Context: an optimization exercise on an open-source flow, tuned for small area, a short achievable clock period and few clock cycles. The choices shown serve that exercise and are no tape-out recipe.
In this exercise RTL edits were held to simulation tests only and were not proved equivalent to the original.
No activity file was given, so power comes from the tool's default toggle rates.

==> flow/design.v <==
package gis_pkg;
   localparam int MAX_KEPT = 64;
   localparam int CAP    = 11;
   localparam int NSLOT  = MAX_KEPT + CAP;
   localparam int SLOT_W = $clog2(NSLOT);
   localparam int QD     = 3;
   localparam int FK     = 5;
   localparam int CNT_W = $clog2(MAX_KEPT + 1);
   localparam int THR_W = 9;
   localparam int LIM_W = 13;
   localparam logic [THR_W-1:0] THR_RESET = 9'd128;
   localparam logic [LIM_W-1:0] LIM_RESET = 13'd8;
   localparam logic [1:0] VERDICT_KEPT    = 2'd0;
   localparam logic [1:0] VERDICT_OVERLAP = 2'd1;
   localparam logic [1:0] VERDICT_ASPECT  = 2'd2;
   localparam logic [1:0] VERDICT_FULL    = 2'd3;
   typedef struct packed {
      logic [11:0] l;
      logic [13:0] r;
      logic [11:0] t;
      logic [13:0] b;
   } edge_type;
endpackage
module gis_ram #(
   parameter int WIDTH = 9,
   parameter int DEPTH = 8,
   parameter int AW    = (DEPTH > 1) ? $clog2(DEPTH) : 1
) (
   input  logic             clock,
   input  logic             reset,
   input  logic             push,
   input  logic [WIDTH-1:0] wdata,
   input  logic             pop,
   output logic             nonempty,
   output logic [WIDTH-1:0] rdata
);
   logic [WIDTH-1:0] mem_ff [DEPTH];
   logic [AW-1:0]    wp_ff, rp_ff;
   logic [AW:0]      cnt_ff;
   always_ff @(posedge clock) begin
      if (reset) begin
         wp_ff  <= '0;
         rp_ff  <= '0;
         cnt_ff <= '0;
      end else begin
         if (push) wp_ff <= (wp_ff == AW'(DEPTH - 1)) ? '0 : wp_ff + AW'(1);
         if (pop)  rp_ff <= (rp_ff == AW'(DEPTH - 1)) ? '0 : rp_ff + AW'(1);
         cnt_ff <= cnt_ff + (AW+1)'(push) - (AW+1)'(pop);
      end
   end
   always_ff @(posedge clock) begin
      if (push) mem_ff[wp_ff] <= wdata;
   end
   assign nonempty = (cnt_ff != '0);
   assign rdata    = mem_ff[rp_ff];
endmodule
module gis_cnt #(
   parameter int N = 8,
   parameter int K = 5
) (
   input  logic [N-1:0] v,
   output logic [K-1:0] ge
);
   localparam int L = (N > 1) ? $clog2(N) : 1;
   localparam int P = 1 << L;
   logic [K*(2*P-1)-1:0] node;
   for (genvar i = 0; i < P; i++) begin : g_leaf
      if (i < N) begin : g_in
         assign node[K*(P-1+i) +: K] = K'(v[i]);
      end else begin : g_pad
         assign node[K*(P-1+i) +: K] = '0;
      end
   end
   for (genvar n = 0; n < P - 1; n++) begin : g_node
      logic [K-1:0] a, b, c;
      assign a = node[K*(2*n+1) +: K];
      assign b = node[K*(2*n+2) +: K];
      always_comb begin
         for (int k = 0; k < K; k++) begin
            c[k] = a[k] | b[k];
            for (int j = 0; j < k; j++) begin
               c[k] = c[k] | (a[j] & b[k-1-j]);
            end
         end
      end
      assign node[K*n +: K] = c;
   end
   assign ge = node[K-1:0];
endmodule
module gis_add #(
   parameter int W = 8
) (
   input  logic [W-1:0] a,
   input  logic [W-1:0] b,
   input  logic         ci,
   output logic [W-1:0] s
);
   localparam int L = (W > 1) ? $clog2(W) : 1;
   logic [L:0][W-1:0] g, p;
   for (genvar i = 0; i < W; i++) begin : g_in
      if (i == 0) begin : g_ci
         assign g[0][i] = (a[i] & b[i]) | ((a[i] ^ b[i]) & ci);
      end else begin : g_nc
         assign g[0][i] = a[i] & b[i];
      end
      assign p[0][i] = a[i] ^ b[i];
   end
   for (genvar l = 0; l < L; l++) begin : g_lvl
      for (genvar i = 0; i < W; i++) begin : g_bit
         if (i >= (1 << l)) begin : g_op
            assign g[l+1][i] = g[l][i] | (p[l][i] & g[l][i-(1<<l)]);
            assign p[l+1][i] = p[l][i] & p[l][i-(1<<l)];
         end else begin : g_pass
            assign g[l+1][i] = g[l][i];
            assign p[l+1][i] = p[l][i];
         end
      end
   end
   for (genvar i = 0; i < W; i++) begin : g_sum
      if (i == 0) begin : g_s0
         assign s[i] = p[0][i] ^ ci;
      end else begin : g_si
         assign s[i] = p[0][i] ^ g[L][i-1];
      end
   end
endmodule
import gis_pkg::*;
module gis_mul #(
   parameter int AW = 14,
   parameter int BW = 7
) (
   input  logic [AW-1:0]    a,
   input  logic [BW-1:0]    b,
   output logic [AW+BW-1:0] p
);
   localparam int PW = AW + BW;
   function automatic logic [2*PW-1:0] csa(input logic [PW-1:0] x, input logic [PW-1:0] y,
                                           input logic [PW-1:0] z);
      csa = {x ^ y ^ z, ((x & y) | (x & z) | (y & z)) << 1};
   endfunction
   logic [PW-1:0] pp [BW];
   logic [PW-1:0] s0, s1, s2, s3, s4, s5, c0, c1, c2, c3, c4, c5, u, v;
   for (genvar j = 0; j < BW; j++) begin : g_pp
      assign pp[j] = PW'(a & {AW{b[j]}}) << j;
   end
   if (BW == 6) begin : g_6
      assign {s0, c0} = csa(pp[0], pp[1], pp[2]);
      assign {s1, c1} = csa(pp[3], pp[4], pp[5]);
      assign {s2, c2} = csa(s0, c0, s1);
      assign {u, v}   = csa(s2, c2, c1);
   end else if (BW == 7) begin : g_7
      assign {s0, c0} = csa(pp[0], pp[1], pp[2]);
      assign {s1, c1} = csa(pp[3], pp[4], pp[5]);
      assign {s2, c2} = csa(s0, c0, s1);
      assign {s3, c3} = csa(s2, c2, c1);
      assign {u, v}   = csa(s3, c3, pp[6]);
   end else begin : g_9
      assign {s0, c0} = csa(pp[0], pp[1], pp[2]);
      assign {s1, c1} = csa(pp[3], pp[4], pp[5]);
      assign {s2, c2} = csa(pp[6], pp[7], pp[8]);
      assign {s3, c3} = csa(s0, c0, s1);
      assign {s4, c4} = csa(c1, s2, c2);
      assign {s5, c5} = csa(s3, c3, s4);
      assign {u, v}   = csa(s5, c5, c4);
   end
   gis_add #(.W(PW)) u_add (.a(u), .b(v), .ci(1'b0), .s(p));
endmodule
module gis_pair (
   input  logic                      clock,
   input  gis_pkg::edge_type         s2_b,
   input  gis_pkg::edge_type         kbox,
   input  logic [19:0]               s4_ab_lo,
   input  logic [18:0]               s4_ab_hi,
   input  logic [gis_pkg::THR_W-1:0] thr,
   output logic                      hit
);
   function automatic logic [57:0] csa29(input logic [28:0] x, input logic [28:0] y,
                                         input logic [28:0] z);
      csa29 = {x ^ y ^ z, ((x & y) | (x & z) | (y & z)) << 1};
   endfunction
   function automatic logic [75:0] csa38(input logic [37:0] x, input logic [37:0] y,
                                         input logic [37:0] z);
      csa38 = {x ^ y ^ z, ((x & y) | (x & z) | (y & z)) << 1};
   endfunction
   gis_pkg::edge_type s2_k;
   logic           s3_pos;
   logic [13:0]    s3_iw, s3_ih;
   logic [12:0]    s3_kw, s3_kh;
   logic           s4_pos;
   logic [20:0]    s4_in_lo, s4_in_hi;
   logic [19:0]    s4_ak_lo;
   logic [18:0]    s4_ak_hi;
   logic           s5_pos;
   logic [26:0]    s5_inner;
   logic [28:0]    s5_uni;
   logic           s6_pos, s6_upos, s6_uzero;
   logic [26:0]    s6_inner;
   logic [22:0]    s6_q_lo, s6_q_hi;
   logic           s7_hit;
   logic [13:0]    hi_x, lo_x, hi_y, lo_y;
   logic [20:0]    in_lo, in_hi;
   logic [19:0]    ak_lo;
   logic [18:0]    ak_hi;
   logic [22:0]    q_lo, q_hi;
   logic [27:0]    inner_full;
   logic [28:0]    uni_full;
   logic [28:0]    ua0, ua1, ub0, ub1, uc0, uc1, ud0, ud1;
   logic [37:0]    da, db;
   logic [13:0]    iw, ih, kw, kh;
   logic [37:0]    dsum;
   assign hi_x = (s2_b.r < s2_k.r) ? s2_b.r : s2_k.r;
   assign lo_x = (s2_b.l > s2_k.l) ? {2'b0, s2_b.l} : {2'b0, s2_k.l};
   assign hi_y = (s2_b.b < s2_k.b) ? s2_b.b : s2_k.b;
   assign lo_y = (s2_b.t > s2_k.t) ? {2'b0, s2_b.t} : {2'b0, s2_k.t};
   gis_mul #(.AW(14), .BW(7)) u_in_lo (.a(s3_iw), .b(s3_ih[6:0]),  .p(in_lo));
   gis_mul #(.AW(14), .BW(7)) u_in_hi (.a(s3_iw), .b(s3_ih[13:7]), .p(in_hi));
   gis_mul #(.AW(13), .BW(7)) u_ak_lo (.a(s3_kw), .b(s3_kh[6:0]),  .p(ak_lo));
   gis_mul #(.AW(13), .BW(6)) u_ak_hi (.a(s3_kw), .b(s3_kh[12:7]), .p(ak_hi));
   gis_add #(.W(28)) u_inner (.a({7'b0, s4_in_lo}), .b({s4_in_hi, 7'b0}), .ci(1'b0), .s(inner_full));
   assign {ua0, ua1} = csa29({9'b0, s4_ab_lo}, {3'b0, s4_ab_hi, 7'b0}, {9'b0, s4_ak_lo});
   assign {ub0, ub1} = csa29({3'b0, s4_ak_hi, 7'b0}, ~{8'b0, s4_in_lo}, ~{1'b0, s4_in_hi, 7'b0});
   assign {uc0, uc1} = csa29(ua0, ua1 | 29'd1, ub0);
   assign {ud0, ud1} = csa29(uc0, uc1, ub1 | 29'd1);
   gis_add #(.W(29)) u_uni (.a(ud0), .b(ud1), .ci(1'b0), .s(uni_full));
   gis_add #(.W(14)) u_iw (.a(hi_x), .b(~lo_x), .ci(1'b1), .s(iw));
   gis_add #(.W(14)) u_ih (.a(hi_y), .b(~lo_y), .ci(1'b1), .s(ih));
   gis_add #(.W(14)) u_kw (.a(s2_k.r), .b(~{2'b0, s2_k.l}), .ci(1'b0), .s(kw));
   gis_add #(.W(14)) u_kh (.a(s2_k.b), .b(~{2'b0, s2_k.t}), .ci(1'b0), .s(kh));
   gis_add #(.W(38)) u_dsum (.a(da), .b(db), .ci(1'b1), .s(dsum));
   gis_mul #(.AW(14), .BW(9)) u_q_lo (.a(s5_uni[13:0]),  .b(thr), .p(q_lo));
   gis_mul #(.AW(14), .BW(9)) u_q_hi (.a(s5_uni[27:14]), .b(thr), .p(q_hi));
   assign {da, db} = csa38({3'b0, s6_inner, 8'b0}, ~{15'b0, s6_q_lo}, ~{1'b0, s6_q_hi, 14'b0});
   always_ff @(posedge clock) begin
      s2_k <= kbox;
      s3_pos <= (s2_b.l < s2_k.r) && (s2_k.l < s2_b.r) && (s2_b.t < s2_k.b) && (s2_k.t < s2_b.b);
      s3_iw  <= iw;
      s3_ih  <= ih;
      s3_kw  <= kw[12:0];
      s3_kh  <= kh[12:0];
      s4_pos   <= s3_pos;
      s4_in_lo <= in_lo;
      s4_in_hi <= in_hi;
      s4_ak_lo <= ak_lo;
      s4_ak_hi <= ak_hi;
      s5_pos   <= s4_pos;
      s5_inner <= inner_full[26:0];
      s5_uni   <= uni_full;
      s6_pos   <= s5_pos;
      s6_inner <= s5_inner;
      s6_upos  <= !s5_uni[28] && (s5_uni != '0);
      s6_uzero <= (s5_uni == '0);
      s6_q_lo  <= q_lo;
      s6_q_hi  <= q_hi;
      s7_hit <= s6_pos && ((s6_upos && !dsum[37])
                           || (s6_uzero && (s6_inner != '0)));
   end
   assign hit = s7_hit;
endmodule
module gis_overlap #(
   parameter int SBW = 1
) (
   input  logic                      clock,
   input  logic                      reset,
   input  logic                      in_v,
   input  logic [SBW-1:0]            in_sb,
   input  gis_pkg::edge_type         box,
   input  gis_pkg::edge_type         kbox0,
   input  gis_pkg::edge_type         kbox1,
   input  logic [gis_pkg::THR_W-1:0] thr,
   input  logic [gis_pkg::LIM_W-1:0] lim,
   output logic [SBW-1:0]            pre_sb,
   output logic                      out_v,
   output logic [SBW-1:0]            out_sb,
   output logic                      hit0,
   output logic                      hit1,
   output logic                      aspect_bad
);
   logic           s2_v, s3_v, s4_v, s5_v, s6_v, s7_v;
   logic [SBW-1:0] s2_sb, s3_sb, s4_sb, s5_sb, s6_sb, s7_sb;
   gis_pkg::edge_type s2_b;
   logic [12:0]    s3_bw, s3_bh;
   logic [19:0]    s4_ab_lo, s4_lh_lo, s4_lw_lo;
   logic [18:0]    s4_ab_hi, s4_lh_hi, s4_lw_hi;
   logic [12:0]    s4_bw, s4_bh;
   logic           s5_asp, s6_asp, s7_asp;
   logic [19:0]    ab_lo, lh_lo, lw_lo;
   logic [18:0]    ab_hi, lh_hi, lw_hi;
   logic [26:0]    lim_h, lim_w;
   always_ff @(posedge clock) begin
      if (reset) begin
         s2_v <= 1'b0;
         s3_v <= 1'b0;
         s4_v <= 1'b0;
         s5_v <= 1'b0;
         s6_v <= 1'b0;
         s7_v <= 1'b0;
      end else begin
         s2_v <= in_v;
         s3_v <= s2_v;
         s4_v <= s3_v;
         s5_v <= s4_v;
         s6_v <= s5_v;
         s7_v <= s6_v;
      end
   end
   gis_mul #(.AW(13), .BW(7)) u_ab_lo (.a(s3_bw), .b(s3_bh[6:0]),  .p(ab_lo));
   gis_mul #(.AW(13), .BW(6)) u_ab_hi (.a(s3_bw), .b(s3_bh[12:7]), .p(ab_hi));
   gis_mul #(.AW(13), .BW(7)) u_lh_lo (.a(lim),   .b(s3_bh[6:0]),  .p(lh_lo));
   gis_mul #(.AW(13), .BW(6)) u_lh_hi (.a(lim),   .b(s3_bh[12:7]), .p(lh_hi));
   gis_mul #(.AW(13), .BW(7)) u_lw_lo (.a(lim),   .b(s3_bw[6:0]),  .p(lw_lo));
   gis_mul #(.AW(13), .BW(6)) u_lw_hi (.a(lim),   .b(s3_bw[12:7]), .p(lw_hi));
   logic [13:0]    bw, bh;
   gis_add #(.W(27)) u_lim_h (.a({7'b0, s4_lh_lo}), .b({1'b0, s4_lh_hi, 7'b0}), .ci(1'b0), .s(lim_h));
   gis_add #(.W(27)) u_lim_w (.a({7'b0, s4_lw_lo}), .b({1'b0, s4_lw_hi, 7'b0}), .ci(1'b0), .s(lim_w));
   gis_add #(.W(14)) u_bw (.a(s2_b.r), .b(~{2'b0, s2_b.l}), .ci(1'b0), .s(bw));
   gis_add #(.W(14)) u_bh (.a(s2_b.b), .b(~{2'b0, s2_b.t}), .ci(1'b0), .s(bh));
   always_ff @(posedge clock) begin
      s2_sb <= in_sb;
      s2_b  <= box;
      s3_sb <= s2_sb;
      s3_bw <= bw[12:0];
      s3_bh <= bh[12:0];
      s4_sb    <= s3_sb;
      s4_ab_lo <= ab_lo;
      s4_ab_hi <= ab_hi;
      s4_lh_lo <= lh_lo;
      s4_lh_hi <= lh_hi;
      s4_lw_lo <= lw_lo;
      s4_lw_hi <= lw_hi;
      s4_bw    <= s3_bw;
      s4_bh    <= s3_bh;
      s5_sb  <= s4_sb;
      s5_asp <= ({14'b0, s4_bw} >= lim_h) || ({14'b0, s4_bh} >= lim_w);
      s6_sb  <= s5_sb;
      s6_asp <= s5_asp;
      s7_sb  <= s6_sb;
      s7_asp <= s6_asp;
   end
   gis_pair u_pair0 (
      .clock    (clock),
      .s2_b     (s2_b),
      .kbox     (kbox0),
      .s4_ab_lo (s4_ab_lo),
      .s4_ab_hi (s4_ab_hi),
      .thr      (thr),
      .hit      (hit0)
   );
   gis_pair u_pair1 (
      .clock    (clock),
      .s2_b     (s2_b),
      .kbox     (kbox1),
      .s4_ab_lo (s4_ab_lo),
      .s4_ab_hi (s4_ab_hi),
      .thr      (thr),
      .hit      (hit1)
   );
   assign pre_sb     = s6_sb;
   assign out_v      = s7_v;
   assign out_sb     = s7_sb;
   assign aspect_bad = s7_asp;
endmodule
import gis_pkg::*;
module greedy_iou_box_suppressor_top (
   input  logic        clock,
   input  logic        reset,
   input  logic        req_valid,
   output logic        req_ready,
   input  logic [50:0] req_data,
   output logic        rsp_valid,
   input  logic        rsp_ready,
   output logic [9:0]  rsp_data,
   input  logic        csr_we,
   input  logic [0:0]  csr_addr,
   input  logic [12:0] csr_wdata
);
   localparam int NS  = gis_pkg::NSLOT;
   localparam int SW  = gis_pkg::SLOT_W;
   localparam int OW  = $clog2(gis_pkg::CAP + 1);
   localparam int QW  = $clog2(gis_pkg::QD + 1);
   localparam int SBW = 4 + 3 * SW;
   function automatic logic ge16(input logic [15:0] a, input logic [15:0] b);
      logic [15:0] g0, e0;
      logic [7:0]  g1, e1;
      logic [3:0]  g2, e2;
      logic [1:0]  g3, e3;
      g0 = a & ~b;
      e0 = ~(a ^ b);
      for (int i = 0; i < 8; i++) begin
         g1[i] = g0[2*i+1] | (e0[2*i+1] & g0[2*i]);
         e1[i] = e0[2*i+1] & e0[2*i];
      end
      for (int i = 0; i < 4; i++) begin
         g2[i] = g1[2*i+1] | (e1[2*i+1] & g1[2*i]);
         e2[i] = e1[2*i+1] & e1[2*i];
      end
      for (int i = 0; i < 2; i++) begin
         g3[i] = g2[2*i+1] | (e2[2*i+1] & g2[2*i]);
         e3[i] = e2[2*i+1] & e2[2*i];
      end
      ge16 = g3[1] | (e3[1] & g3[0]) | (e3[1] & e3[0]);
   endfunction
   logic [THR_W-1:0] thr_ff;
   logic [LIM_W-1:0] lim_ff;
   always_ff @(posedge clock) begin
      if (reset) begin
         thr_ff <= THR_RESET;
         lim_ff <= LIM_RESET;
      end else if (csr_we) begin
         if (csr_addr == 1'b0) thr_ff <= csr_wdata[THR_W-1:0];
         else                  lim_ff <= csr_wdata[LIM_W-1:0];
      end
   end
   logic        ready_ff, in_v_ff;
   logic [50:0] in_d_ff;
   logic        accept;
   assign accept = req_valid && ready_ff;
   always_ff @(posedge clock) begin
      in_d_ff <= req_data;
      if (reset) in_v_ff <= 1'b0;
      else       in_v_ff <= accept;
   end
   logic [51:0] in_box;
   assign in_box = {in_d_ff[50:39], {2'b0, in_d_ff[50:39]} + {1'b0, in_d_ff[26:14]} + 14'd1,
                    in_d_ff[38:27], {2'b0, in_d_ff[38:27]} + {1'b0, in_d_ff[13:1]} + 14'd1};
   logic [51:0]   q_box_ff [QD];
   logic          q_s_ff   [QD];
   logic [QW-1:0] q_cnt_ff, q_cnt_in;
   logic          load, sload;
   assign q_cnt_in = q_cnt_ff + QW'(in_v_ff) - QW'(sload);
   always_ff @(posedge clock) begin
      for (int i = 0; i < QD; i++) begin
         if (sload) begin
            if (in_v_ff && (QW'(i) == q_cnt_ff - QW'(1))) begin
               q_box_ff[i] <= in_box;
               q_s_ff[i]   <= in_d_ff[0];
            end else if (i < QD - 1) begin
               q_box_ff[i] <= q_box_ff[i+1];
               q_s_ff[i]   <= q_s_ff[i+1];
            end
         end else if (in_v_ff && (QW'(i) == q_cnt_ff)) begin
            q_box_ff[i] <= in_box;
            q_s_ff[i]   <= in_d_ff[0];
         end
      end
   end
   always_ff @(posedge clock) begin
      if (reset) begin
         q_cnt_ff <= '0;
         ready_ff <= 1'b0;
      end else begin
         q_cnt_ff <= q_cnt_in;
         ready_ff <= ({1'b0, q_cnt_in} + (QW+1)'(accept)) < (QW+1)'(QD);
      end
   end
   assign req_ready = ready_ff;
   logic [51:0]       slot_ff [NS];
   logic [NS-1:0]     used_ff, kept_ff, used_in, kept_in;
   logic [NS-1:0]     alloc_ff, alloc_in, avail;
   logic [NS-1:0]     near, near_eff;
   logic [SW-1:0]     alloc_idx;
   gis_pkg::edge_type qh;
   assign qh = q_box_ff[0];
   for (genvar s = 0; s < NS; s++) begin : g_near
      assign near[s] = used_ff[s]
                    && ge16({2'b0, slot_ff[s][39:26]} >> FK, {4'b0, qh.l} >> FK)
                    && ge16({2'b0, qh.r} >> FK, {4'b0, slot_ff[s][51:40]} >> FK)
                    && ge16({2'b0, slot_ff[s][13:0]} >> FK, {4'b0, qh.t} >> FK)
                    && ge16({2'b0, qh.b} >> FK, {4'b0, slot_ff[s][25:14]} >> FK);
   end
   assign near_eff = q_s_ff[0] ? '0 : near;
   assign avail    = ~used_ff & ~alloc_ff;
   assign alloc_in = sload ? avail & (~avail + NS'(1)) : alloc_ff;
   always_comb begin
      alloc_idx = '0;
      for (int s = 0; s < NS; s++) begin
         if (alloc_ff[s]) alloc_idx = alloc_idx | SW'(s);
      end
   end
   always_ff @(posedge clock) begin
      for (int s = 0; s < NS; s++) begin
         if (sload && alloc_ff[s]) slot_ff[s] <= q_box_ff[0];
      end
   end
   logic              s_v_ff, s_s_ff;
   gis_pkg::edge_type s_box_ff;
   logic [SW-1:0]     s_x_ff;
   logic [NS-1:0]     s_mask_ff;
   always_ff @(posedge clock) begin
      if (reset)                 s_v_ff <= 1'b0;
      else if (!s_v_ff || load) s_v_ff <= sload;
      if (sload) begin
         s_box_ff  <= q_box_ff[0];
         s_s_ff    <= q_s_ff[0];
         s_x_ff    <= alloc_idx;
         s_mask_ff <= near_eff;
      end
   end
   logic              i_v_ff, i_any_ff, i_two_ff, i_multi_ff;
   gis_pkg::edge_type i_box_ff;
   logic              i_s_ff;
   logic [SW-1:0]     i_x_ff;
   logic [NS-1:0]     i_mask_ff;
   logic [NS-1:0]     low_hot, high_hot, m_rev, rest;
   logic [SW-1:0]     idx_a, idx_b;
   logic [2:0]        near_cnt;
   logic [4:0]        mask_cnt;
   logic              i_free, owed_ok_ff;
   logic [OW-1:0]     owed_ff, owed_in;
   logic              taken;
   always_comb begin
      low_hot = i_mask_ff & (~i_mask_ff + NS'(1));
      for (int s = 0; s < NS; s++) m_rev[s] = i_mask_ff[NS-1-s];
      m_rev = m_rev & (~m_rev + NS'(1));
      for (int s = 0; s < NS; s++) high_hot[s] = m_rev[NS-1-s];
      rest  = i_mask_ff & ~low_hot & ~high_hot;
      idx_a = '0;
      idx_b = '0;
      for (int s = 0; s < NS; s++) begin
         if (low_hot[s])  idx_a = idx_a | SW'(s);
         if (high_hot[s]) idx_b = idx_b | SW'(s);
      end
   end
   gis_cnt #(.N(NS), .K(3)) u_near_cnt (.v(s_mask_ff), .ge(near_cnt));
   gis_cnt #(.N(NS), .K(5)) u_mask_cnt (.v(i_mask_ff), .ge(mask_cnt));
   assign i_free  = !i_v_ff || !i_multi_ff;
   assign load    = i_free && s_v_ff;
   assign sload   = (!s_v_ff || load) && (q_cnt_ff != '0) && owed_ok_ff;
   assign owed_in = owed_ff + OW'(sload) - OW'(taken);
   always_ff @(posedge clock) begin
      if (reset) begin
         i_v_ff     <= 1'b0;
         owed_ff    <= '0;
         owed_ok_ff <= 1'b0;
      end else begin
         if (i_free) i_v_ff <= load;
         owed_ff    <= owed_in;
         owed_ok_ff <= (owed_in != OW'(CAP));
      end
   end
   always_ff @(posedge clock) begin
      if (load) begin
         i_box_ff   <= s_box_ff;
         i_s_ff     <= s_s_ff;
         i_x_ff     <= s_x_ff;
         i_mask_ff  <= s_mask_ff;
         i_any_ff   <= near_cnt[0];
         i_two_ff   <= near_cnt[1];
         i_multi_ff <= near_cnt[2];
      end else begin
         i_mask_ff  <= rest;
         i_any_ff   <= mask_cnt[2];
         i_two_ff   <= mask_cnt[3];
         i_multi_ff <= mask_cnt[4];
      end
   end
   logic              t1_v_ff, t1_nn_a_ff, t1_nn_b_ff, t1_last_ff, t1_s_ff;
   logic [SW-1:0]     t1_p_a_ff, t1_p_b_ff, t1_x_ff;
   gis_pkg::edge_type t1_box_ff;
   always_ff @(posedge clock) begin
      if (reset) t1_v_ff <= 1'b0;
      else       t1_v_ff <= i_v_ff;
      t1_nn_a_ff <= i_any_ff;
      t1_nn_b_ff <= i_two_ff;
      t1_last_ff <= !i_multi_ff;
      t1_s_ff    <= i_s_ff;
      t1_p_a_ff  <= idx_a;
      t1_p_b_ff  <= idx_b;
      t1_x_ff    <= i_x_ff;
      t1_box_ff  <= i_box_ff;
   end
   logic           r_v;
   logic [SBW-1:0] r_sb, p_sb;
   logic           r_hit_a, r_hit_b, r_asp;
   logic           r_nn_a, r_nn_b, r_last, r_s;
   logic [SW-1:0]  r_p_a, r_p_b, r_x;
   logic           p_nn_a, p_nn_b, p_last, p_s;
   logic [SW-1:0]  p_p_a, p_p_b, p_x;
   gis_overlap #(.SBW(SBW)) u_overlap (
      .clock      (clock),
      .reset      (reset),
      .in_v       (t1_v_ff),
      .in_sb      ({t1_nn_a_ff, t1_nn_b_ff, t1_last_ff, t1_s_ff, t1_p_a_ff, t1_p_b_ff, t1_x_ff}),
      .box        (t1_box_ff),
      .kbox0      (slot_ff[t1_p_a_ff]),
      .kbox1      (slot_ff[t1_p_b_ff]),
      .thr        (thr_ff),
      .lim        (lim_ff),
      .pre_sb     (p_sb),
      .out_v      (r_v),
      .out_sb     (r_sb),
      .hit0       (r_hit_a),
      .hit1       (r_hit_b),
      .aspect_bad (r_asp)
   );
   assign {r_nn_a, r_nn_b, r_last, r_s, r_p_a, r_p_b, r_x} = r_sb;
   assign {p_nn_a, p_nn_b, p_last, p_s, p_p_a, p_p_b, p_x} = p_sb;
   logic             acc_ff, acc, kgate_a_ff, kgate_a_in, kgate_b_ff, kgate_b_in;
   logic [CNT_W-1:0] n_ff, n_in;
   logic             fin, store;
   logic [1:0]       verdict;
   assign acc = acc_ff || (r_nn_a && r_hit_a && kgate_a_ff) || (r_nn_b && r_hit_b && kgate_b_ff);
   assign fin = r_v && r_last;
   always_comb begin
      if (r_s) begin
         verdict = VERDICT_KEPT;
      end else if (acc) begin
         verdict = VERDICT_OVERLAP;
      end else if (r_asp) begin
         verdict = VERDICT_ASPECT;
      end else if (n_ff == CNT_W'(MAX_KEPT)) begin
         verdict = VERDICT_FULL;
      end else begin
         verdict = VERDICT_KEPT;
      end
      store = (verdict == VERDICT_KEPT);
      n_in  = r_s ? CNT_W'(1) : (store ? n_ff + CNT_W'(1) : n_ff);
   end
   always_comb begin
      if (fin && (r_x == p_p_a))  kgate_a_in = store;
      else if (fin && r_s)        kgate_a_in = 1'b0;
      else                        kgate_a_in = kept_ff[p_p_a];
      if (fin && (r_x == p_p_b))  kgate_b_in = store;
      else if (fin && r_s)        kgate_b_in = 1'b0;
      else                        kgate_b_in = kept_ff[p_p_b];
   end
   always_comb begin
      used_in = used_ff;
      kept_in = kept_ff;
      for (int s = 0; s < NS; s++) begin
         if (fin && r_s && kept_ff[s]) begin
            used_in[s] = 1'b0;
            kept_in[s] = 1'b0;
         end
         if (fin && (r_x == SW'(s))) begin
            used_in[s] = store;
            kept_in[s] = store;
         end
         if (sload && alloc_ff[s]) begin
            used_in[s] = 1'b1;
         end
      end
   end
   always_ff @(posedge clock) begin
      kgate_a_ff <= kgate_a_in;
      kgate_b_ff <= kgate_b_in;
      if (reset) begin
         acc_ff   <= 1'b0;
         n_ff     <= '0;
         used_ff  <= '0;
         kept_ff  <= '0;
         alloc_ff <= NS'(1);
      end else begin
         if (r_v) acc_ff <= acc && !r_last;
         if (fin) n_ff <= n_in;
         used_ff  <= used_in;
         kept_ff  <= kept_in;
         alloc_ff <= alloc_in;
      end
   end
   logic       rsp_v_ff;
   logic [8:0] rsp_ff;
   logic       f_ne, f_push, f_pop, out_load;
   logic [8:0] f_data;
   assign taken    = rsp_v_ff && rsp_ready;
   assign out_load = !rsp_v_ff || rsp_ready;
   assign f_pop    = out_load && f_ne;
   assign f_push   = fin && (f_ne || !out_load);
   gis_ram #(.WIDTH(9), .DEPTH(CAP)) u_fifo (
      .clock    (clock),
      .reset    (reset),
      .push     (f_push),
      .wdata    ({verdict, 7'(n_in)}),
      .pop      (f_pop),
      .nonempty (f_ne),
      .rdata    (f_data)
   );
   always_ff @(posedge clock) begin
      if (reset) begin
         rsp_v_ff <= 1'b0;
      end else if (out_load) begin
         rsp_v_ff <= f_ne || fin;
      end
      if (out_load) begin
         rsp_ff <= f_ne ? f_data : {verdict, 7'(n_in)};
      end
   end
   assign rsp_valid = rsp_v_ff;
   assign rsp_data  = {rsp_ff[8:7] == VERDICT_KEPT, rsp_ff};
endmodule
==> flow/run.sh <==
#!/bin/bash
# synth_recipe.tcl (not shown) runs the flow's synth.tcl, then flattens the netlist and writes it again
# the make line also repeats each setting of config.mk as NAME=value (left out here)
make -C /OpenROAD-flow-scripts/flow DESIGN_CONFIG=/design/flow/config.mk WORK_HOME=/design/flow/orfs CLKGATE_MAP_FILE= SYNTH_SCRIPT=/design/flow/synth_recipe.tcl finish
==> flow/config.mk <==
export PLATFORM = sky130hd
export DESIGN_NAME = greedy_iou_box_suppressor_top
export DESIGN_NICKNAME = greedy_iou_box_suppressor_top
export VERILOG_FILES = /design/flow/design.v
export SDC_FILE = /design/flow/constraint.sdc
export NUM_CORES = 4
export LEC_CHECK = 0
export CAP_MARGIN = 20
export CORE_MARGIN = 2
export CORE_UTILIZATION = 18
export PLACE_DENSITY = 0.22
export SETUP_SLACK_MARGIN = 4
export SLEW_MARGIN = 20
==> flow/constraint.sdc <==
create_clock -name core_clock -period 10.0 [get_ports {clock}]
set_input_delay 2.0000 -clock core_clock [delete_from_list [all_inputs] [get_ports {clock}]]
set_output_delay 2.0000 -clock core_clock [all_outputs]
set_load 0.01 [all_outputs]
==> run summary, run 1 <==
The clock tree from TritonCTS is built. The dominant cell type by area after synthesis is edfxtp_1. The type of origin of the critical path is a flip-flop. Relative to the synthesized area, the layout overhead comes to 21.7%. In this run the critical register-to-register path is captured at u_overlap.u_pair1.s2_k[17]. The clock insertion delay at the later pin of the skew report came out at around 1.3 ns.

The number of sinks on the clock net came out at ~5900. The maximum cell stage delay along the critical path is roughly 0.86 ns. The site row count is approximately 510. Of the post-synthesis cell area, the part taken by muxes is 0.00693.

The portion of the clock cycle consumed by the worst path in the final layout is 0.651. The floorplan step set the die height to between 1000 and 1500 um. The post-layout minimum cycle time came out at about 6.5 ns.

The average wire length per cell after detail routing came out at 53.4 um. In this run the count of I/O pins placed on the die edge is 82. The placeable core region came out at roughly 1900000 um2. The reg-to-reg critical path startpoint is t1_p_b_ff[1].

For this block, the via count after detailed routing is about 320k. The count of yosys warnings during synthesis came out at 20. The clock buffer count from CTS came out at a little over 800. The initial antenna violation count came out at about 700. The fraction of final layout cells with drive strength greater than 1 came out at 0.107. The wire length of the first global-routing pass is between 3000000 and 4000000 um.

Setup repair after global routing could not meet its margin everywhere. The startpoint-to-endpoint class of the critical path is reg2reg. For this configuration, the core starts out at a cell density of 0.180. The timing-limited maximum frequency is between 0.15 and 0.2 GHz. The launch point of the worst hold path is u_overlap.s3_sb[14]. No sink is reached through more buffers than the 5 on the longest clock path. The count of distinct cell types in the synthesized netlist is 86. The clock arrives with approximately 0.14 ns of skew.

The fraction of the mapped netlist area in compound gates is 0.161. The worst setup slack for register-to-register paths is ~3.5 ns. The detailed router's first-iteration violation count came out at between 40000 and 50000.

The total of max-cap violations came out at 2. The flow ran to the end, but the layout failed its checks. The deepest level of the CTS H-tree came out at 6. The share of the synthesized area in the top cell type came out at 0.381. The arrival time of the worst setup path is around 7.5 ns. The post-synthesis instance total is ~30000. In this run the worst path has a maximum fanout of 19. The post-detailed-route DRC marker count is 0. The signal on the critical path passes through nand3_1 > nor2_4 > buf_4 > buf_6 > buf_4 > buf_4 > a22o_1 > a221oi_1 > nand4_1 > nor4_1 > a2bb2oi_4. The checks that failed: antenna violations, max-capacitance violations, max-slew violations. The share of synthesized flip-flops with an asynchronous set or reset is 0. The standard cell with the maximum stage delay on the critical path is a2bb2oi_4. Before antenna repair, the detailed router went through 9 iterations.

The simple-gate share of the synthesized area is 0.105. Summed over all failing endpoints, the final setup total negative slack is 0 ns. When the netlist entered floorplanning its net count stood at between 30000 and 40000. Dividing the synthesized area by the synthesized cell count gives 11.4 um2.

The number of setup violations in the final report came out at 0. The worst-case reg-to-reg path depth is 11. Among the stages of the critical path, the cell type that occurs most often is buf_4. The width of the die came out at 1390 um. The residual antenna-violating net count after detailed routing came out at 15.

The critical path capture point type is a flip-flop. CTS placed an instance of clkbuf_16 at the clock tree root. The number of I/O port buffers is 81. IR analysis of the VDD net gives a maximum drop of 0.923 mV. The clock input transition at the sequential cells of the worst setup and hold paths is 0.07 ns. Leaving out fill and tap cells, the most frequent cells in the layout are edfxtp_1, ha_1, inv_1, nand2_1, a22oi_1. The wire-length estimate of the detail-placed layout is 2260000 um.

The post-synthesis adder-cell area fraction is 0.196. The total overflow left after global routing is 0. The hold-critical path endpoint is u_overlap.s4_sb[14]. The sum of routed wire length over all layers came out at about 3100000 um.

The largest family of logic cells by synthesized area is adder cells. The maximum number of pins on one net before global-route repair came out at between 100 and 150. The required time reported for the critical path endpoint is between 10 and 15 ns. The actual transition at the worst max-transition pin is between 1.5 and 2 ns.

The die area came out at 1920000 um2. In the synthesized netlist the dominant register cell turns out to be edfxtp_1. The critical path buffer and inverter count is 4.

The final weighted congestion of routability-driven global placement is 0.974. The combined global-route utilization of all metal layers is 0.313. The cell area after synthesis came out at between 300000 and 400000 um2. The total power divided by cell area came out at between 400 and 500 nW/um2. Buffers inserted to repair hold after CTS numbered 0. The path class of the tightest hold or removal check is reg2reg. Among cell families on the critical path, the largest total delay comes from buffers and inverters. For this design the static power due to leakage is 160 nW. The final number of hold-violating endpoints is 0. The worst max-slew margin expressed relative to the limit is -0.0483. The final layout contains 35800 nets. After synthesis, the cell types taking the most area are edfxtp_1, ha_1, dfxtp_1, fa_1, inv_1. The synthesized design contains a little under 6000 register bits. The via count of the first global-routing pass is between 200k and 300k. The proportion of synthesized chip area in sequential cells is 0.468. Leaving out fill and tap cells, the most frequent cell in the layout is edfxtp_1. The power after layout is 0.186 W. The synthesized-area fraction occupied by xor and xnor cells is 0.0124. The worst hold path stage count is 0. The number of enable flip-flop cells after synthesis is 4362. In the routed layout, each cell is associated on average with a via count of roughly 5.5.

The number of pins exceeding their max-slew limit in the final report came out at 39.
where the power goes:
part | internal (W) | switching, W
combinational | 0.0385 | 0.0796
clock | 0.0179 | 0.0136
sequential | 0.0321 | 0.00467
total | 0.0885 | 0.0978
per-stage QoR:
step	setup slack, ns	util	instances	hold WS, ns	area [um2]
floorplan	4.65	-	30200	0.310	344000
global placement	2.02	0.203	55800	0.311	387000
detailed placement	3.61	0.203	55800	0.312	388000
CTS	3.81	0.218	57400	0.282	416000
global route	3.92	0.218	57800	0.289	417000
finish	3.49	0.219	58400	0.286	419000
layout make-up:
cell class	count	area, um2
Antenna cell	1047	2620
Fill cell	204000	1490000
Tap cell	25500	31900
Clock inverter	475	5260
Timing Repair Buffer	1545	14200
Multi-Input combinational cell	19800	169000
Sequential cell	5867	161000
Inverter	3181	12000
Clock buffer	1060	22300
logic make-up (layout without fill, tap and decap cells):
kind of cell               after synthesis  in the layout
and+or+nand+nor                       6953           6953
buffers and inverters                 4554           6261
DFF                                   5867           5867
AOI/OAI and AO/OA                     7554           7554
adders and majority gates             4615           4615
other                                    0           1047
muxes                                  159            159
xor gates and xnor gates               486            486
how the worst max path moves through the flow:
stage	from	cells past startpoint	to	slack, ns
after floorplan	thr_ff[0]	21	u_overlap.u_pair1.s6_q_hi[21]	4.65
after global placement	q_box_ff[0][45]	14	s_mask_ff[67]	2.02
after detailed placement	thr_ff[2]	20	u_overlap.u_pair1.s6_q_hi[21]	3.61
after CTS	thr_ff[0]	21	u_overlap.u_pair1.s6_q_hi[21]	3.81
after global routing	thr_ff[0]	21	u_overlap.u_pair1.s6_q_hi[21]	3.92
final	t1_p_b_ff[1]	11	u_overlap.u_pair1.s2_k[17]	3.49
sequential cells by signal, summed over array words and instances (netlist names), 29 cells and up, named ones only:
| signal | cells |
|---|---|
| u_overlap.u_pair1.s5_uni | 29 |
| slot_ff | 3900 |
| q_box_ff | 156 |
| u_overlap.u_pair0.s5_uni | 29 |
| i_mask_ff | 75 |
| u_overlap.u_pair0.s2_k | 52 |
| alloc_ff | 75 |
| kept_ff | 75 |
| u_fifo.mem_ff | 99 |
| u_overlap.u_pair1.s2_k | 52 |
| s_mask_ff | 75 |
| s_box_ff | 52 |
| i_box_ff | 52 |
| u_overlap.s2_b | 52 |
| t1_box_ff | 52 |
| in_d_ff | 51 |
| used_ff | 75 |
worst reg2reg max path, stage by stage, from the launching register on:
cell,delay (ns)
dfxtp_2,0.78
nand3_1,0.80
nor2_4,0.32
buf_4,0.45
buf_6,0.64
buf_4,0.84
buf_4,0.72
a22o_1,0.38
a221oi_1,0.08
nand4_1,0.17
nor4_1,0.14
a2bb2oi_4,0.86
synthesized netlist by cell type, types with 509 or more instances:
cell,n
a21oi_1,995
edfxtp_1,4362
nor2_1,1073
ha_1,3257
nand2_1,1602
a221oi_1,1271
o21a_1,509
nand4_1,623
inv_1,3180
a22oi_1,1422
o21ai_0,953
and2_1,1206
dfxtp_1,1505
nand2b_1,509
clkbuf_1,1234
fa_1,1302
a22o_1,1262
layer usage:
layer / track usage / vias up / share of wire
met5: 0.00246 / - / 0.00041
met4: 0.184 / 143 / 0.065
met3: 0.0909 / 8082 / 0.091
met2: 0.455 / 26900 / 0.42
met1: 0.409 / 168000 / 0.42
li1: - / 116000 / -
timing repair:
action	CTS	global route
endpoints found under the hold margin	0	0
pin swaps	2	6
setup buffers	5	11
gates resized for setup	31	93
setup endpoints to repair	22	46
Testbench counts, summed over its fixed seeds: cycles 6,669.
==> run 2, diff against run 1 <==
--- a/flow/design.v
+++ b/flow/design.v
@@ -346,13 +346,5 @@
       .hit      (hit0)
    );
-   gis_pair u_pair1 (
-      .clock    (clock),
-      .s2_b     (s2_b),
-      .kbox     (kbox1),
-      .s4_ab_lo (s4_ab_lo),
-      .s4_ab_hi (s4_ab_hi),
-      .thr      (thr),
-      .hit      (hit1)
-   );
+   assign hit1 = 1'b0;
    assign pre_sb     = s6_sb;
    assign out_v      = s7_v;
@@ -501,8 +493,8 @@
    logic [SW-1:0]     i_x_ff;
    logic [NS-1:0]     i_mask_ff;
-   logic [NS-1:0]     low_hot, high_hot, m_rev, rest;
+   logic [NS-1:0]     low_hot, rest;
    logic [SW-1:0]     idx_a, idx_b;
-   logic [2:0]        near_cnt;
-   logic [4:0]        mask_cnt;
+   logic [1:0]        near_cnt;
+   logic [2:0]        mask_cnt;
    logic              i_free, owed_ok_ff;
    logic [OW-1:0]     owed_ff, owed_in;
@@ -510,17 +502,13 @@
    always_comb begin
       low_hot = i_mask_ff & (~i_mask_ff + NS'(1));
-      for (int s = 0; s < NS; s++) m_rev[s] = i_mask_ff[NS-1-s];
-      m_rev = m_rev & (~m_rev + NS'(1));
-      for (int s = 0; s < NS; s++) high_hot[s] = m_rev[NS-1-s];
-      rest  = i_mask_ff & ~low_hot & ~high_hot;
-      idx_a = '0;
-      idx_b = '0;
+      rest    = i_mask_ff & ~low_hot;
+      idx_a   = '0;
       for (int s = 0; s < NS; s++) begin
-         if (low_hot[s])  idx_a = idx_a | SW'(s);
-         if (high_hot[s]) idx_b = idx_b | SW'(s);
+         if (low_hot[s]) idx_a = idx_a | SW'(s);
       end
+      idx_b = '0;
    end
-   gis_cnt #(.N(NS), .K(3)) u_near_cnt (.v(s_mask_ff), .ge(near_cnt));
-   gis_cnt #(.N(NS), .K(5)) u_mask_cnt (.v(i_mask_ff), .ge(mask_cnt));
+   gis_cnt #(.N(NS), .K(2)) u_near_cnt (.v(s_mask_ff), .ge(near_cnt));
+   gis_cnt #(.N(NS), .K(3)) u_mask_cnt (.v(i_mask_ff), .ge(mask_cnt));
    assign i_free  = !i_v_ff || !i_multi_ff;
    assign load    = i_free && s_v_ff;
@@ -545,11 +533,11 @@
          i_mask_ff  <= s_mask_ff;
          i_any_ff   <= near_cnt[0];
-         i_two_ff   <= near_cnt[1];
-         i_multi_ff <= near_cnt[2];
+         i_two_ff   <= 1'b0;
+         i_multi_ff <= near_cnt[1];
       end else begin
          i_mask_ff  <= rest;
-         i_any_ff   <= mask_cnt[2];
-         i_two_ff   <= mask_cnt[3];
-         i_multi_ff <= mask_cnt[4];
+         i_any_ff   <= mask_cnt[1];
+         i_two_ff   <= 1'b0;
+         i_multi_ff <= mask_cnt[2];
       end
    end
@@ -583,5 +571,5 @@
       .box        (t1_box_ff),
       .kbox0      (slot_ff[t1_p_a_ff]),
-      .kbox1      (slot_ff[t1_p_b_ff]),
+      .kbox1      ('0),
       .thr        (thr_ff),
       .lim        (lim_ff),
--- a/flow/config.mk
+++ b/flow/config.mk
@@ -6,8 +6,8 @@
 export NUM_CORES = 4
 export LEC_CHECK = 0
-export CAP_MARGIN = 20
+export CAP_MARGIN = 35
 export CORE_MARGIN = 2
 export CORE_UTILIZATION = 18
 export PLACE_DENSITY = 0.22
 export SETUP_SLACK_MARGIN = 4
-export SLEW_MARGIN = 20
+export SLEW_MARGIN = 30
==> run 2 against run 1 <==
Effect of this change: core utilization grew 0.055 points; highest routed layer unchanged; via count down 34%; now clean on timing, DRC and antenna; clock skew fell by 0.034 ns; die area down 17%; fmax is 15% higher; design area shrank 17%.
==> run summary, run 2 <==
The setup clock skew after layout is 0.108 ns (-0.0341 ns). The number of sinks on the clock net was 5493 (-6.4%). The core occupancy in the finished layout is 0.220 (+0.000547). The deepest level of the CTS H-tree came out at 6 (unchanged). Ranked by total cell area, the synthesized netlist is headed by edfxtp_1, ha_1, dfxtp_1, fa_1, inv_1. The worst setup path is captured at a flip-flop.

The clock input transition at the sequential cells of the worst setup and hold paths is 0.06 ns (about the same). The total power divided by cell area came out at 376 nW/um2 (-16%). Leaving out fill and tap cells, the most frequent cells in the layout are edfxtp_1, ha_1, inv_1, nand2_1, dfxtp_1.

The most common cell in the synthesized netlist is edfxtp_1. The startpoint-to-endpoint class of the critical path is reg2reg. The site row count was 461 (-9.3%). The width of the die is 1260 um (-9.2%). The residual antenna-violating net count after detailed routing came out at 0 (-15).

slot_ff holds more flip-flops than any other register. The run finished with no timing, DRC or antenna violations. The post-synthesis adder-cell area fraction came out at 0.182 (-0.0140). The post-layout minimum cycle time is 5.67 ns (-0.841 ns). The share of power burned in combinational logic came out at 0.538 (-0.096). The synthesized-area fraction occupied by xor and xnor cells is 0.0101 (-0.00225). Traced cell by cell, the critical path runs through nor2_1 > nand2_4 > buf_4 > nor2_4 > buf_4 > buf_12 > buf_4 > a22o_1 > a221oi_1 > nand4_1 > nor3_2 > a31oi_2. The share of the synthesized area in the top cell type came to 0.462 (+0.0809). The total of max-cap violations is 0 (-2). The mux cell area share after synthesis came out at 0.00600 (-0.000930). The vertical die dimension is 1260 um (-9.2%).

The tree is rooted in a clkbuf_16. The amount of wire on met2 after detailed routing is 929000 um (-29%). The share of synthesized flip-flops with an asynchronous set or reset came out at 0 (unchanged). The number of setup violations in the final report is 0 (unchanged). The number of nets in the layout is 27600 (-23%).

The cell area after synthesis is 284000 um2 (-18%). TritonCTS built the clock tree. The total nets after synthesis came out at 26500 (-24%). The overflow left after global routing was 0 (unchanged).

The worst setup slack for register-to-register paths is 4.33 ns (+0.84 ns). The actual transition at the worst max-transition pin was 1.32 ns (-0.255 ns). The I/O pin count came out at 82 (unchanged). The number of fillers in the final layout is 167000 (-18%). The die area came out at 1590000 um2 (-17%). The hold buffer count at CTS came out at 0 (unchanged).

The number of I/O port buffers came out at 81 (unchanged). The wire length of the first global-routing pass is 2550000 um (-33%). The maximum fanout along the worst path came out at 18 (-1). The number of iterations in the first detailed-routing pass is 6 (-3). The largest buffer count on any clock path is 5 (unchanged). The portion of the clock cycle consumed by the worst path in the final layout is 0.567 (-0.0841). The maximum VDD drop came to 0.560 mV (-39%). The proportion of synthesized chip area in sequential cells was 0.541 (+0.0731). The length of routed wiring on met1 came to 971000 um (-27%). The synthesized area per cell came out at 12.5 um2 (+9.3%). The number of enable flip-flop cells after synthesis came out at 4362 (unchanged). The flip-flop count of the largest register, all copies and words added is 3900 (unchanged). The placeable core region came out at 1570000 um2 (-18%).

The sum of routed wire length over all layers was 2050000 um (-34%). The maximum cell stage delay along the critical path came out at 0.73 ns (-0.13 ns). The fraction of the mapped netlist area in compound gates is 0.127 (-0.0345). The number of pins exceeding their max-slew limit in the final report was 0 (-100%). Leaving out fill and tap cells, the most frequent cell in the layout is edfxtp_1. The fraction of final layout cells with drive strength greater than 1 came to 0.114 (+0.00656).

The simple-gate share of the synthesized area came out at 0.0916 (-0.0139). The internal power of the cells was 0.0684 W (-23%). The share of power burned in the clock network came out at 0.217 (+0.048). The via count of the first global-routing pass came to 206000 (-29%). By count the netlist is led by edfxtp_1, ha_1, inv_1, nand2_1, dfxtp_1. The combined global-route utilization of all metal layers came out at 0.251 (-0.0622). The detailed router's first-iteration violation count is 25300 (-49%). For this run, the leading register cell type out of synthesis is edfxtp_1. The final weighted congestion of routability-driven global placement came out at 0.887 (-9.0%). The clock buffer count from CTS came out at 772 (-6.2%). The leakage power is 131 nW (-18%). The top routing layer in use is met5.

The initial antenna violation count is 492 (-32%). The final number of hold-violating endpoints came out at 0 (unchanged). The average wire length per cell after detail routing is 45.0 um (-16%). The count of yosys warnings during synthesis came out at 20 (unchanged). The number of vias after detailed routing is 212000 (-34%).

The effective utilization at floorplan is 0.180 (about the same). The arrival time of the worst setup path is 6.58 ns (-0.94 ns). The post-synthesis instance total is 22800 (-25%). The switching power as a share of total power came out at 0.474 (-0.0510). The largest registers in the layout are slot_ff x3900, q_box_ff x156, u_fifo.mem_ff x99. The maximum number of pins on one net before global-route repair came to 124 (+1.6%).

The count of distinct cell types in the synthesized netlist is 93 (+8.1%). The total negative slack is 0 ns (unchanged). The tightest min-delay check is of the reg2reg type.

STA classifies the critical path startpoint as a flip-flop. The met3 layer wire length in the routed design came out at 105000 um (-63%). Summed over all instances, the cell type with the most area after synthesis is edfxtp_1. The net switching power came out at 0.0616 W (-37%). The required time reported for the critical path endpoint is 10.91 ns (-0.10 ns).

The most numerous cell type found on the critical path is buf_4. The sequential group share of total power is 0.246 (+0.049). The number of register bits inferred by synthesis is 5493 (-6.4%). The clock insertion delay at the later pin of the skew report was 1.25 ns (-0.08 ns). The worst max-slew margin expressed relative to the limit came out at 0.120 (+0.168). After synthesis, the largest family of logic cells by area is adder cells. For this design, the slowest cell found on the critical path is nor3_2.

The post-detailed-route DRC marker count came out at 0 (unchanged). The routed via count divided by cell count is 4.65 (-15%). Setup repair after global routing left no endpoint under its margin. The timing-limited maximum frequency came to 0.176 GHz (+15%). The sum of net half-perimeters after detailed placement came out at 1500000 um (-34%). The area growth from synthesis to final layout came out at 21.9%.
==> run 2: cell types whose count changed in the layout (fill, tap and decap cells not counted), sizes merged, moves of 327 or more <==
cell and change:
a22o -606, inv -854, ha -447, and2 -361, diode -865, a22oi -765, dfxtp -374, nand2 -327
a221oi -646, fa -491, nor2 -510
==> run 2: metrics by stage <==
| stage | power, W | std cells | setup WS (ns) | area, um2 | hold slack [ns] |
|---|---|---|---|---|---|
| after floorplan | 0.0692 | 22800 | 5.05 | 284000 | 0.310 |
| after global placement | 0.103 | 43900 | 3.33 | 318000 | 0.311 |
| after detailed placement | 0.103 | 44000 | 3.95 | 320000 | 0.312 |
| after CTS | 0.132 | 45400 | 4.23 | 345000 | 0.312 |
| after global routing | 0.139 | 45500 | 4.01 | 346000 | 0.327 |
| final | 0.130 | 45600 | 4.33 | 346000 | 0.307 |
==> run 2: what timing repair did <==
action	4_1_cts	5_1_grt
endpoints found under the setup margin	2	2
pin swaps	0	1
resized for setup	1	1
hold endpoints to repair	0	0
setup buffers	0	1
==> run 2: power by group through the flow <==
stage | logic, W | registers, W | clock network [W]
global route | 0.0769 | 0.0321 | 0.0296
detailed placement | 0.0707 | 0.0325 | 0
CTS | 0.0712 | 0.0320 | 0.0290
floorplan | 0.0375 | 0.0316 | 0
global placement | 0.0706 | 0.0327 | 0
finish | 0.0699 | 0.0319 | 0.0281
==> run 2: final cells by class <==
cell class	instances	area [um2]	share of cell area
sequential	5493	154000	0.444
tap	20800	26100	0.0753
clock buffer	1094	21800	0.0630
inverter	2326	8800	0.0254
multi-input combinational	14100	121000	0.349
clock inverter	325	2940	0.00850
antenna	182	455	0.00132
timing repair buffer	1238	11600	0.0336
==> run 2: path summary, 6_finish.rpt <==
path                start                        end  cells after the start
max          t1_p_a_ff[6]  u_overlap.u_pair0.s2_k[4]                     12
max reg2reg  t1_p_a_ff[6]  u_overlap.u_pair0.s2_k[4]                     12
min reg2reg  i_box_ff[22]              t1_box_ff[22]                      0
min          i_box_ff[22]              t1_box_ff[22]                      0
==> run 2: cells by family (layout without fill, tap and decap cells) <==
| group | after synthesis | in the layout |
|---|---|---|
| mux | 118 | 118 |
| xor+xnor | 328 | 328 |
| other cells | 0 | 182 |
| compound gates | 5052 | 5052 |
| buf+inv | 3181 | 4983 |
| flops | 5493 | 5493 |
| simple gates | 4973 | 4973 |
| fa+ha+maj | 3640 | 3640 |
==> run 2: routing by layer <==
metal	global-route usage	vias up
met1	0.364	115000
met2	0.402	8197
met3	0.0282	1437
met4	0.0473	26
li1	-	87200
met5	0	-
==> run 2: critical path, delay by kind of cell (launching register included) <==
kind | cells | cell delay (ns)
AOI/OAI and AO/OA | 3 | 1.13
buffers and inverters | 4 | 1.62
DFF | 1 | 0.57
and+or+nand+nor | 5 | 1.75
Testbench counts of run 2, summed over its fixed seeds: cycles 9,486.

[re-timing with driven ports]
In the flow no input, the clock included, has a driving cell. The finished layouts below were timed again as built, in two steps. Step 1, drivers: a clkbuf_16 drives clock and a buf_2 each remaining input, both assumed. Step 2 also shifts input and output timing later by t, the mid clock arrival at the registers, as if the neighbouring blocks saw the same clock. a / b / c = ideal ports / drivers / drivers and shift; a / b = the first two.
run | shift t [ns] | setup slack, ns | clock arrival spread, ns | worst slew at a driven data input, ns
run 1 | 1.456 | 3.489 / 3.489 / 3.489 | 0.148 / 0.149 | 0.26
run 2 | 1.374 | 4.330 / 4.330 / 4.330 | 0.119 / 0.119 | 0.34
